This design comes from an exercise in tuning for a short achievable clock period and few clock cycles on the open sky130 flow, not from production work.
The RTL was checked by simulation tests, not by an equivalence proof against the original design.
Power figures rest on the tool's default switching activity, not on a simulated workload.

## infix_expression_evaluator
module infix_expression_evaluator #(
	parameter int STACK_DEPTH = 16,
	parameter int VALUE_WIDTH = 32
) (
	input  wire logic        clk,
	input  wire logic        arst_n,
	input  wire logic        start,
	output logic             busy,
	input  wire logic [7:0]  symbol,
	input  wire logic        last,
	output logic             done,
	output logic [31:0]      value,
	output logic [1:0]       status
);
	localparam int N  = 4;
	localparam int NB = 2;
	logic [N-1:0]    full0, full1, wr, take, res_v;
	logic [5:0]      wr_code;
	logic [31:0]     res_val [N];
	logic [1:0]      res_st [N];
	logic [NB-1:0]   rd_q;
	iee_ctrl #(.N(N), .NB(NB)) u_ctrl (
		.clk(clk), .arst_n(arst_n), .start(start), .symbol(symbol), .last(last),
		.full0(full0), .full1(full1), .busy(busy), .wr(wr), .wr_code(wr_code)
	);
	for (genvar n = 0; n < N; n++) begin : g_eng
		iee_datapath u_eng (
			.clk(clk), .arst_n(arst_n), .wr(wr[n]), .wr_code(wr_code),
			.full0(full0[n]), .full1(full1[n]),
			.take(take[n]), .res_v(res_v[n]), .res_val(res_val[n]), .res_st(res_st[n])
		);
		assign take[n] = res_v[n] && (rd_q == NB'(n));
	end
	always_ff @(posedge clk or negedge arst_n) begin
		if (!arst_n) begin
  ...
Settings: LEC_CHECK=0, ABC_CLOCK_PERIOD_IN_PS=1500, CAP_MARGIN=20, CORE_MARGIN=2, CORE_UTILIZATION=40, SETUP_SLACK_MARGIN=5, SLEW_MARGIN=20; clock period 9.0 ns.
run.sh (not shown) runs the stock make flow with config.mk's settings and CLKGATE_MAP_FILE= SYNTH_SCRIPT=/design/flow/synth_recipe.tcl, a recipe that flattens the netlist after the stock synthesis.
Testbench counts at the start, summed over its fixed seeds: cycles 25,235.
Edit:
==> flow/flow/run.sh (new file) <==
#!/bin/bash
set -o pipefail
bash standard.sh SETUP_SLACK_MARGIN=5.6 finish > standard_flow.log 2>&1
==> flow/standard.sh (new file) <==
#!/bin/bash
# synth_recipe.tcl (not shown) runs the flow's synth.tcl, then flattens the netlist and writes it again
# the make line also repeats each setting of config.mk as NAME=value (left out here)
make -C /OpenROAD-flow-scripts/flow DESIGN_CONFIG=/design/flow/config.mk WORK_HOME=/design/flow/orfs CLKGATE_MAP_FILE= SYNTH_SCRIPT=/design/flow/synth_recipe.tcl "${@:-finish}"
removed: flow/run.sh
=> Now the flow finished with antenna rules left; non-clock buffer count rises by 466; hold slack hardly moves; wire length rises by 6.1%; flip-flop and latch count does not change; synthesized area is unchanged.

* * *

infix_expression_evaluator, a different RTL version from the one above (not shown whole).
Size: roughly 21000 cells after synthesis, ~250000 um^2 of cells after synthesis.
Settings: LEC_CHECK=0, ABC_CLOCK_PERIOD_IN_PS=1500, CAP_MARGIN=20, CORE_MARGIN=2, CORE_UTILIZATION=55, SETUP_SLACK_MARGIN=5, SLEW_MARGIN=20; clock period 9.0 ns.
standard.sh (not shown) runs the stock make flow with config.mk's settings and CLKGATE_MAP_FILE= SYNTH_SCRIPT=/design/flow/synth_recipe.tcl, a recipe that flattens the netlist after the stock synthesis.
==> flow/flow/run.sh <==
#!/bin/bash
set -o pipefail
bash standard.sh SETUP_SLACK_MARGIN=5.6 MAX_REPAIR_ANTENNAS_ITER_DRT=12 MAX_REPAIR_ANTENNAS_ITER_GRT=12 finish > standard_flow.log 2>&1
The first run passed the timing, design-rule and antenna checks.
Testbench counts at the start, summed over its fixed seeds: cycles 25,140.
Edit:
Settings changed: CORE_UTILIZATION 55 to 68, PLACE_DENSITY from default to 0.78.
=> Clock skew decreases by 0.026 ns. Worst setup slack improves by 0.065 ns. Cell area decreases by 1.4%. Combinational power decreases by about 3%. Routed wire length decreases by 5.4%. Clock-buffer cell count decreases by 25.

* * *

Another version of the RTL of infix_expression_evaluator (not shown whole).
For scale: ~27000 cells after synthesis, roughly 5100 flip-flops, ~48 I/O pins, ~250000 sq um of cells after synthesis.
==> flow/design.v (excerpt) <==
module infix_expression_evaluator #(
	parameter int STACK_DEPTH = 16,
	parameter int VALUE_WIDTH = 32
) (
	input  wire logic        clk,
	input  wire logic        arst_n,
	input  wire logic        start,
	output logic             busy,
	input  wire logic [7:0]  symbol,
	input  wire logic        last,
	output logic             done,
	output logic [31:0]      value,
	output logic [1:0]       status
);
	localparam int N  = 4;
	localparam int NB = 2;
	logic [N-1:0]    full0, full1, wr, take, res_v;
	logic [5:0]      wr_code;
	logic [31:0]     res_val [N];
	logic [1:0]      res_st [N];
	logic [NB-1:0]   rd_q;
	iee_ctrl #(.N(N), .NB(NB)) u_ctrl (
		.clk(clk), .arst_n(arst_n), .start(start), .symbol(symbol), .last(last),
		.full0(full0), .full1(full1), .busy(busy), .wr(wr), .wr_code(wr_code)
	);
	for (genvar n = 0; n < N; n++) begin : g_eng
		iee_datapath u_eng (
			.clk(clk), .arst_n(arst_n), .wr(wr[n]), .wr_code(wr_code),
			.full0(full0[n]), .full1(full1[n]),
			.take(take[n]), .res_v(res_v[n]), .res_val(res_val[n]), .res_st(res_st[n])
		);
		assign take[n] = res_v[n] && (rd_q == NB'(n));
	end
	always_ff @(posedge clk or negedge arst_n) begin
		if (!arst_n) begin
			rd_q <= '0;
			done <= 1'b0;
		end else begin
			done <= res_v[rd_q];
			if (res_v[rd_q]) rd_q <= (rd_q == NB'(N-1)) ? '0 : NB'(rd_q + 1'b1);
		end
	end
	always_ff @(posedge clk) begin
		value  <= res_val[rd_q];
		status <= res_st[rd_q];
	end
endmodule
export LEC_CHECK = 0
export ABC_CLOCK_PERIOD_IN_PS = 1500
export CAP_MARGIN = 20
export CORE_MARGIN = 2
export CORE_UTILIZATION = 55
export SETUP_SLACK_MARGIN = 5
export SLEW_MARGIN = 20
create_clock -name core_clock -period 9.0 [get_ports {clk}]
==> flow/flow/run.sh <==
#!/bin/bash
set -o pipefail
bash standard.sh SETUP_SLACK_MARGIN=5.6 finish > standard_flow.log 2>&1
Testbench counts at the start, summed over its fixed seeds: cycles 25,315.
==> next run, changes <==
==> flow/run.sh (new file) <==
#!/bin/bash
# synth_recipe.tcl (not shown) runs the flow's synth.tcl, then flattens the netlist and writes it again
# the make line also repeats each setting of config.mk as NAME=value (left out here)
make -C /OpenROAD-flow-scripts/flow DESIGN_CONFIG=/design/flow/config.mk WORK_HOME=/design/flow/orfs CLKGATE_MAP_FILE= SYNTH_SCRIPT=/design/flow/synth_recipe.tcl finish
removed: flow/flow/run.sh
removed: flow/standard.sh
Result: The changed run finished clean; global-route usage came out lower by 0.71 points; fmax drops by 10%; clock skew goes up by 0.0061 ns; synthesized area does not change; sequential power is about the same; via count drops by 1.6%; combinational power came out lower by 7.5%; non-clock buffer count shrinks by 384; power fell by 3.0%; sequential share of layout area climbs by 1.2 points; first-iteration DRC count shrinks by 0.36%.

-- separate check: timing with driven ports --
No port has a modelled driver above. Below, the same layouts with a new extraction and two added sets of constraints. Step 1 (the two cells are an assumption about what drives the block):
set clk [get_ports {clk}]
set_driving_cell -lib_cell sky130_fd_sc_hd__clkbuf_16 $clk
set_driving_cell -lib_cell sky130_fd_sc_hd__buf_2 [delete_from_list [all_inputs] $clk]
Step 2 adds t to the input delays and takes it off the output delays; t is the mean of the earliest and latest rising clock arrival at the registers after step 1. Input paths then give back, and output paths get back, about the clock's delay inside the block. Slacks: ideal ports / drivers / drivers and shift; pairs: ideal ports / drivers.
run	t, ns	setup WS [ns]	latest minus earliest clock arrival (ns)	worst register clock-pin slew, ns
the first run of note 1	1.168	4.987 / 4.964 / 4.987	0.092 / 0.092	0.07 / 0.07
the second run of note 1	1.182	5.206 / 5.206 / 5.047	0.086 / 0.086	0.07 / 0.07
the first run of note 2	1.208	5.412 / 5.389 / 5.211	0.087 / 0.087	0.07 / 0.07
the second run of note 2	1.159	5.477 / 5.441 / 5.258	0.067 / 0.067	0.07 / 0.07
the first run of note 3	1.185	5.463 / 5.347 / 5.328	0.055 / 0.055	0.08 / 0.08
the second run of note 3	1.183	5.054 / 4.932 / 5.096	0.062 / 0.063	0.07 / 0.07
For the second run of note 2, which loses most, drivers alone change the setup slack by -0.036 ns; drivers and shift together by -0.219 ns. Setup slack includes reset recovery checks.
